This design comes from an exercise in tuning for small area, a short achievable clock period and few clock cycles per item on the open sky130 flow, not from production work.
Function not checked in this run: the RTL went through the layout flow alone.
Power figures rest on the tool's default switching activity, not on a simulated workload.

`config.mk`:
```
export PLATFORM = sky130hd
export DESIGN_NAME = rational_fraction_alu
export DESIGN_NICKNAME = rational_fraction_alu
export VERILOG_FILES = /design/flow/design.v
export SDC_FILE = /design/flow/constraint.sdc
export NUM_CORES = 4
export LEC_CHECK = 0
export ABC_CLOCK_PERIOD_IN_PS = 4000
export CAP_MARGIN = 20
export CORE_MARGIN = 2
export CORE_UTILIZATION = 40
export SETUP_SLACK_MARGIN = 5
export SLEW_MARGIN = 20
```
`constraint.sdc`:
```
create_clock -name core_clock -period 11.0 [get_ports {clk_i}]
set_input_delay 2.2000 -clock core_clock [delete_from_list [all_inputs] [get_ports {clk_i}]]
set_output_delay 2.2000 -clock core_clock [all_outputs]
set_load 0.01 [all_outputs]
```
`design.v`:
```
`timescale 1ns / 1ps
package rfa_pkg;
  localparam int OperandWidth = 32;
  localparam int ValueWidth   = 64;
  localparam int QueueDepth   = 2;
  typedef enum logic [1:0] {
    ActAdd = 2'd0,
    ActSub = 2'd1,
    ActMul = 2'd2,
    ActDiv = 2'd3
  } action_e;
  typedef struct packed {
    logic [1:0]         action;
    logic signed [31:0] num_a;
    logic signed [31:0] den_a;
    logic signed [31:0] num_b;
    logic signed [31:0] den_b;
  } in_t;
  typedef struct packed {
    logic               status;
    logic signed [63:0] result_num;
    logic signed [63:0] result_den;
  } out_t;
  typedef struct packed {
    logic                  err;
    logic [ValueWidth-1:0] x;
    logic [ValueWidth-1:0] y;
  } job_t;
  typedef struct packed {
    logic                  busy;
    logic                  done;
    logic [ValueWidth-1:0] quo;
    logic [ValueWidth-1:0] rem;
  } div_rsp_t;
  function automatic logic [ValueWidth-1:0] mag(input logic [ValueWidth-1:0] v);
    mag = v[ValueWidth-1] ? (~v + 1'b1) : v;
  endfunction
  function automatic logic [ValueWidth-1:0] negate_if(input logic neg,
                                                      input logic [ValueWidth-1:0] v);
    negate_if = neg ? (~v + 1'b1) : v;
  endfunction
endpackage
`timescale 1ns / 1ps
module rational_fraction_alu (
  input  logic        clk_i,
  input  logic        rst_ni,
  input  logic        in_valid_i,
  output logic        in_ready_o,
  input  logic [1:0]  in_action_i,
  input  logic [31:0] in_num_a_i,
  input  logic [31:0] in_den_a_i,
  input  logic [31:0] in_num_b_i,
  input  logic [31:0] in_den_b_i,
  output logic        out_valid_o,
  input  logic        out_ready_i,
  output logic        out_status_o,
  output logic [63:0] out_num_o,
  output logic [63:0] out_den_o
);
  logic st_idle_q, st_out_q, st_wait_q, st_mul_q, st_comb_q, st_gcd_q, st_fin_q;
  logic st_idle_d, st_out_d, st_wait_d, st_mul_d, st_comb_d, st_gcd_d, st_fin_d;
  logic in_ready_q, out_valid_q;
  logic [63:0] g_q, h_q, a_q, b_q, c_q, d_q;
  logic [63:0] g_d, h_d, a_d, b_d, c_d, d_d;
  logic [5:0]  cnt_q, cnt_d;
  logic        act_mul_q, act_div_q, act_add_q, act_as_q;
  logic        sx_q, sx_d, sy_q;
  logic        sub_q, sub_d;        
  logic        par_q, par_d;        
  logic        st1_q, st1_d;        
  logic        eq_q, eq_d;          
  logic        err_q;               
  logic        status_q, status_d;
  logic [63:0] op_g, op_p, op_q;
  logic        sb_g, sb_p, sb_q;
  logic [64:0] sum_g, sum_p, sum_q;
  logic        ge;                
  logic        can_shift;         
  logic        h_zero;
  function automatic logic [64:0] addsub(input logic [63:0] x, input logic [63:0] y,
                                         input logic sb);
    logic [65:0] t;
    t = {1'b0, x, 1'b1} + {1'b0, y ^ {64{sb}}, sb};
    addsub = t[65:1];
  endfunction
  function automatic logic [63:0] booth_op(input logic [63:0] m, input logic [2:0] t);
    logic one, two;
    one = t[1] ^ t[0];
    two = (t[2] & !t[1] & !t[0]) | (!t[2] & t[1] & t[0]);
    booth_op = ({64{one}} & m) | ({64{two}} & {m[62:0], 1'b0});
  endfunction
  function automatic logic booth_neg(input logic [2:0] t);
    booth_neg = t[2] & !(t[1] & t[0]);
  endfunction
  assign sum_g = addsub(g_q, op_g, sb_g);
  assign sum_p = addsub(a_q, op_p, sb_p);
  assign sum_q = addsub(c_q, op_q, sb_q);
  assign ge        = sum_g[64];
  assign can_shift = !h_q[63] && ({h_q[62:0], 1'b0} <= g_q);
  assign h_zero    = (h_q == 64'd0);
  logic       last_mul;
  logic [2:0] tc, td, t_p, t_g, t_q;
  assign last_mul = (cnt_q[3:0] == 4'd0);
  assign tc  = {d_q[63], d_q[62], d_q[61] & !last_mul};
  assign td  = {d_q[31], d_q[30], d_q[29]};
  assign t_p = act_mul_q ? tc : td;                     
  assign t_g = act_div_q ? tc : td;                     
  assign t_q = act_as_q  ? tc : 3'b000;                 
  logic neg_num, neg_den, type_x;
  assign type_x  = par_q & !eq_q;
  assign neg_num = !type_x & (sx_q ^ sy_q);
  assign neg_den =  type_x & (sx_q ^ sy_q);
  always_comb begin
    if (st_mul_q) begin
      op_g = booth_op(h_q, t_g);
      sb_g = booth_neg(t_g) ^ sy_q;
      op_p = booth_op(b_q, t_p);
      sb_p = booth_neg(t_p);
      op_q = booth_op(h_q, t_q);
      sb_q = booth_neg(t_q) ^ act_add_q;
    end else begin
      op_g = h_q;
      sb_g = 1'b1;
      op_p = st_comb_q ? c_q : b_q;
      sb_p = st_comb_q | (st_fin_q & neg_num);
      op_q = st_comb_q ? a_q : d_q;
      sb_q = st_comb_q | (st_fin_q & neg_den);
    end
  end
  logic bad, accept, take, zero_ac, to_mul, to_err;
  assign bad = (in_den_a_i == 32'd0) || (in_den_b_i == 32'd0) ||
               ((in_action_i == 2'd3) && (in_num_b_i == 32'd0));
  assign accept = in_ready_q & in_valid_i;
  assign take   = out_valid_q & out_ready_i;
  assign to_mul = (st_idle_q & in_valid_i & !bad) | (st_out_q & take & in_valid_i & !bad) |
                  (st_wait_q & take & !err_q);
  assign to_err = (st_idle_q & in_valid_i & bad) | (st_out_q & take & in_valid_i & bad) |
                  (st_wait_q & take & err_q);
  assign zero_ac = to_mul | to_err | (st_gcd_q & h_zero);
  always_comb begin
    st_idle_d = (st_idle_q & !in_valid_i) | (st_out_q & take & !in_valid_i);
    st_wait_d = (st_out_q & !take & in_valid_i) | (st_wait_q & !take);
    st_out_d  = to_err | (st_out_q & !take & !in_valid_i) | st_fin_q;
    st_mul_d  = to_mul | (st_mul_q & !last_mul);
    st_comb_d = st_mul_q & last_mul;
    st_gcd_d  = st_comb_q | (st_gcd_q & !h_zero);
    st_fin_d  = st_gcd_q & h_zero;
  end
  logic sub_last;         
  logic do_shift;
  assign do_shift = !h_zero && !sub_q && can_shift;
  assign sub_last = (cnt_q == 6'd0);
  always_comb begin
    g_d = g_q; h_d = h_q; a_d = a_q; b_d = b_q; c_d = c_q; d_d = d_q;
    cnt_d = cnt_q;
    sx_d = sx_q;
    sub_d = sub_q; par_d = par_q; st1_d = st1_q; eq_d = eq_q;
    if (in_ready_q) begin
      g_d = 64'd0;
      b_d = {{2{in_num_a_i[31]}}, in_num_a_i, 30'd0};
      h_d = {{2{in_den_a_i[31]}}, in_den_a_i, 30'd0};
      d_d = {in_num_b_i, in_den_b_i};
      cnt_d = 6'd15;
    end
    if (st_mul_q) begin
      g_d = sum_g[63:0];
      a_d = sum_p[63:0];
      c_d = sum_q[63:0];
      b_d = {{2{b_q[63]}}, b_q[63:2]};
      h_d = {{2{h_q[63]}}, h_q[63:2]};
      d_d = {d_q[61:0], 2'b00};
      cnt_d = cnt_q - 6'd1;
    end
    if (st_comb_q) begin
      h_d  = sum_p[63] ? sum_q[63:0] : sum_p[63:0];
      sx_d = sum_p[63];
      a_d = 64'd1;
      b_d = 64'd0;
      c_d = 64'd0;
      d_d = 64'd1;
      cnt_d = 6'd0;
      sub_d = 1'b0;
      par_d = 1'b0;
      st1_d = 1'b1;
      eq_d  = 1'b0;
    end
    if (st_gcd_q && !h_zero) begin
      if (do_shift) begin
        h_d = {h_q[62:0], 1'b0};
        b_d = {b_q[62:0], 1'b0};
        d_d = {d_q[62:0], 1'b0};
        cnt_d = cnt_q + 6'd1;
      end else if (sub_last) begin
        g_d = h_q;
        h_d = ge ? sum_g[63:0] : g_q;
        a_d = b_q;
        b_d = ge ? sum_p[63:0] : a_q;
        c_d = d_q;
        d_d = ge ? sum_q[63:0] : c_q;
        sub_d = 1'b0;
        par_d = !par_q;
        st1_d = 1'b0;
        eq_d  = st1_q && !sub_q && ge;
      end else begin
        if (ge) begin
          g_d = sum_g[63:0];
          a_d = sum_p[63:0];
          c_d = sum_q[63:0];
        end
        h_d = {1'b0, h_q[63:1]};
        b_d = {1'b0, b_q[63:1]};
        d_d = {1'b0, d_q[63:1]};
        cnt_d = cnt_q - 6'd1;
        sub_d = 1'b1;
      end
    end
    if (st_fin_q) begin
      a_d = sum_p[63:0];
      c_d = sum_q[63:0];
    end
    if (zero_ac) begin
      a_d = 64'd0;
      c_d = 64'd0;
    end
  end
  always_comb begin
    status_d = status_q;
    if (to_err) status_d = 1'b1;
    if (st_fin_q) status_d = 1'b0;
  end
  always_ff @(posedge clk_i or negedge rst_ni) begin
    if (!rst_ni) begin
      st_idle_q   <= 1'b1;
      st_out_q    <= 1'b0;
      st_wait_q   <= 1'b0;
      st_mul_q    <= 1'b0;
      st_comb_q   <= 1'b0;
      st_gcd_q    <= 1'b0;
      st_fin_q    <= 1'b0;
      in_ready_q  <= 1'b1;
      out_valid_q <= 1'b0;
    end else begin
      st_idle_q   <= st_idle_d;
      st_out_q    <= st_out_d;
      st_wait_q   <= st_wait_d;
      st_mul_q    <= st_mul_d;
      st_comb_q   <= st_comb_d;
      st_gcd_q    <= st_gcd_d;
      st_fin_q    <= st_fin_d;
      in_ready_q  <= st_idle_d | st_out_d;
      out_valid_q <= st_out_d | st_wait_d;
    end
  end
  always_ff @(posedge clk_i) begin
    g_q <= g_d; h_q <= h_d; a_q <= a_d; b_q <= b_d; c_q <= c_d; d_q <= d_d;
    cnt_q <= cnt_d;
    sx_q <= sx_d;
    sub_q <= sub_d; par_q <= par_d; st1_q <= st1_d; eq_q <= eq_d;
    status_q <= status_d;
    if (accept) begin
      act_mul_q <= (in_action_i == 2'd2);
      act_div_q <= (in_action_i == 2'd3);
      act_add_q <= (in_action_i == 2'd0);
      act_as_q  <= !in_action_i[1];
      sy_q      <= in_den_a_i[31] ^ ((in_action_i == 2'd3) ? in_num_b_i[31] : in_den_b_i[31]);
      err_q     <= bad;
    end
  end
  assign in_ready_o   = in_ready_q;
  assign out_valid_o  = out_valid_q;
  assign out_status_o = status_q;
  assign out_num_o    = a_q;
  assign out_den_o    = c_q;
endmodule
```
`run.sh`:
```
#!/bin/bash
# synth_recipe.tcl (not shown) runs the flow's synth.tcl, then flattens the netlist and writes it again
# the make line also repeats each setting of config.mk as NAME=value (left out here)
make -C /OpenROAD-flow-scripts/flow DESIGN_CONFIG=/design/flow/config.mk WORK_HOME=/design/flow/orfs CLKGATE_MAP_FILE= SYNTH_SCRIPT=/design/flow/synth_recipe.tcl finish
```
==> flow_summary_export.csv <==
group,metric,value,unit
placed_design,dpl_worst_slack,3.12,ns
placed_design,place.gp.congestion,1.04,
floorplanning,fp.dieH,351,um
cells_and_area,fillers,11418,
sta,fin_skew,0.0350,ns
sta,timing.final.crit_share,0.565,
drt,drc_errors,0,
sta,finalHoldViolCount,0,
cts,clockBufferDepth,3,
global_routing,grt_max_degree,136,
floorplanning,fp.dieW,351,um
global_routing,grt_pass1_vias,51734,
placed_design,dp_hpwl,174,mm
cts,cts_made_buffers,51,
cells_and_area,fin_util,0.509,
yosys,synth_top_area_frac,0.124,
sta,fin_ws,4.78,ns
yosys,synth-warning-count,1,
global_routing,grt_first_pass_wirelength,367,mm
sta,maxSlewViolCount,0,
drt,routed-via-count,58235,
power_and_ir_drop,total_power,3.44,mW
power_and_ir_drop,cellLeakagePower,23.6,nW
sta,setup_viol,0,
setup_path,crit_fanout,41,
placed_design,port_buffers,264,
flow_run,maxCapViolCount,0,
yosys,synth_cells,6460,
sta,rsz0062_at_grt,"yes",
min_path,hp-start,"sub_q",
sta,worst_pin_slew,1.24,ns
floorplanning,start_util,0.403,
global_routing,top_usage_layer,"met2",
sta,max_freq,161,MHz
yosys,avgSynthCellArea,7.47,sq um
yosys,synth.distinct_cells,113,
floorplanning,core,120000,sq um
setup_path,endpoint_kind,"register",
drt,wl,269,mm
global_routing,grt_util_met3,0.117,
drt,drt_iter0_markers,10011,
cts,cts_hold_buf,0,
power_and_ir_drop,power_density,56.5,nW/um^2
cells_and_area,nets,6999,
cts,clock_latency,0.67,ns
floorplanning,die_area,124000,sq um
sta,finalSetupTns,0,ns
cells_and_area,seq_area,10300,sq um
floorplanning,rows,127,
cts,clkTransAtPathRegs,0.06,ns
yosys,syn-num-nets,6864,
cts,cts_max_level,2,
sta,finalWorstPathRequiredPeriod,6.22,ns
setup_path,r2r-start,"h_q[52]",
setup_path,critical_path_arrival,6.73,ns
cells_and_area,drive_gt1_frac,0.168,
cells_and_area,areaGrowthSynthToFinish,26.2,%
yosys,synth_edf_count,199,
drt,dr.pass1.iters,10,
power_and_ir_drop,ir_worst_vdd,0.107,mV
cells_and_area,stdcell_count,8252,
global_routing,grt.total_usage,0.400,
yosys,synthFlopType,"dfxtp_1",
cts,cts-root-buf,"clkbuf_16",
yosys,yosys.area.top_type,"edfxtp_1",
global_routing,antenna_found_initial,6,
drt,via_per_inst,7.06,
setup_path,required,11.51,ns
yosys,yosysMostFrequentCell,"a21oi_1",
cts,cts_tree,"yes",
drt,wl_per_cell,32.6,um
drt,drtAntennaViolNets,0,
placed_design,placed_cells,7811,
cts,clock-sinks,411,
setup_path,crit_type,"reg2reg",
yosys,synth_area,48300,sq um
yosys,synth_commonest_cells,"a21oi_1 (752), nand2_1 (600), o21ai_0 (557)",
floorplanning,ioPinCount,265,
global_routing,grt_remaining_overflow,0,
global_routing,use_met2,0.563,
cells_and_area,multi_input_area,38400,sq um
min_path,hp-class,"reg2reg",
setup_path,crit_path_start,"h_q[52]",
global_routing,met1_usage,0.542,
sta,slew_headroom,0.166,
setup_path,startpoint_type,"register",
yosys,async_reset_ff_frac,0.0219,
outcome,status,"complete, no violations",
yosys,ys_ff_latch,411,
yosys,yosys-top-cells-area,"edfxtp_1 (12%), dfxtp_1 (8.4%), a21oi_1 (7.8%)",
yosys,synth_seq_area_share,0.213,
==> sequential cells by signal (all words and copies together) (netlist names), 6 cells and up <==
name and cells:
cnt_q 6, d_q 64, h_q 64, c_q 64
a_q 64, g_q 64, b_q 64
==> logic make-up (layout without fill, tap and decap cells) <==
kind of cell / after synthesis / after routing / synth area share
compound gates: 2624 / 2625 / 0.358
simple gates: 1663 / 1670 / 0.155
buf+inv: 771 / 941 / 0.0627
flops: 411 / 411 / 0.213
xor+xnor: 396 / 396 / 0.0730
mux: 325 / 325 / 0.0690
fa+ha+maj: 270 / 270 / 0.0700
other cells: 0 / 2 / 0
==> power breakdown <==
| group | total, mW | leakage, nW | internal [mW] | switching, mW |
|---|---|---|---|---|
| Clock | 1.75 | 0.779 | 0.943 | 0.809 |
| Combinational | 0.100 | 18.7 | 0.0522 | 0.0479 |
| Sequential | 1.59 | 4.17 | 1.59 | 0 |
==> routing by layer <==
layer,routed length [um],share of wire,up-vias
met1,101000,0.38,27726
li1,-,-,24680
met4,19900,0.074,6
met2,107000,0.40,4893
met5,39,0.00014,-
met3,40400,0.15,930
==> critical path: stages (launching register included) <==
cell and delay, ns:
edfxtp_1 0.69, nor4_4 0.63, nand4_1 0.28, nor4_2 0.44
nor3_1 0.18, and3_1 0.26, o2111ai_2 0.26, nand3_4 0.61
nor2_4 0.24, buf_4 0.55, buf_4 0.66, nand2_1 0.50
a211oi_1 0.54, a2111oi_4 0.05, nand2_1 0.09
==> final cells by class <==
type | instances | share of cell area
inverter | 141 | 0.00893
clock inverter | 19 | 0.00267
clock buffer | 77 | 0.0234
timing repair buffer | 704 | 0.133
antenna | 2 | 0.0000821
multi-input combinational | 5286 | 0.630
sequential | 411 | 0.169
tap | 1612 | 0.0331
==> per-stage QoR <==
stage | hold slack, ns | cell area [sq um]
after CTS | 0.460 | 57000
after detailed placement | 0.451 | 51600
after global routing | 0.493 | 60900
after global placement | 0.447 | 51600
after floorplan | 0.430 | 48400
final | 0.466 | 61000
==> layout by cell type (no fill, tap or decap), types with 136 or more instances in the layout <==
cell and count:
inv_1 136, edfxtp_1 199, nor2_1 475, buf_4 275
dfxtp_1 201, a22oi_1 185, xor2_1 191, ha_1 190
a21o_1 150, mux2i_1 238, a21oi_1 693, nand2_1 568
xnor2_1 151, o21ai_0 488, clkdlybuf4s50_1 264
==> final timing paths <==
kind                            slack [ns]   endpoint  cells after the start
worst max-delay path                  4.78    h_q[59]                     14
max in group asynchronous             8.74  st_comb_q                      1
worst max register to register        4.78    h_q[59]                     14
min in group asynchronous             1.87   st_mul_q                      1
worst min-delay path                  0.47      sub_q                      2
worst min register to register        0.47      sub_q                      2
==> what timing repair did <==
action / CTS / global route
pin swaps: 96 / 162
gates resized for setup: 380 / 446
setup endpoints to repair: 386 / 361
gates cloned: 35 / 28
hold endpoints to repair: 0 / 0
buffers inserted: 138 / 142

## separate check: timing with driven ports
No port has a modelled driver above. Below, the same layout with a new extraction and two added sets of constraints. Step 1 sets driving cells, clkbuf_16 on the clock port and buf_2 on the other inputs (assumed; they add their load-dependent delay and slew). Step 2 moves the port delays by t, midway between the first and last clock arrival at a register: inputs arrive t later, outputs are due t later. That takes back most of the time a late clock gives input paths. Slacks: ideal ports / drivers / drivers and shift; pairs: ideal ports / drivers.
t (ns): 0.720
setup slack, ns: 4.783 / 4.783 / 4.783
worst hold slack (ns): 0.466 / 0.466 / 0.466
worst register clock-pin slew, ns: 0.08 / 0.08
worst data-port slew with drivers (ns): 0.15
After both steps setup and hold are still met in this run. For this run, drivers alone change the setup slack by 0.000 ns; drivers and shift together by 0.000 ns.
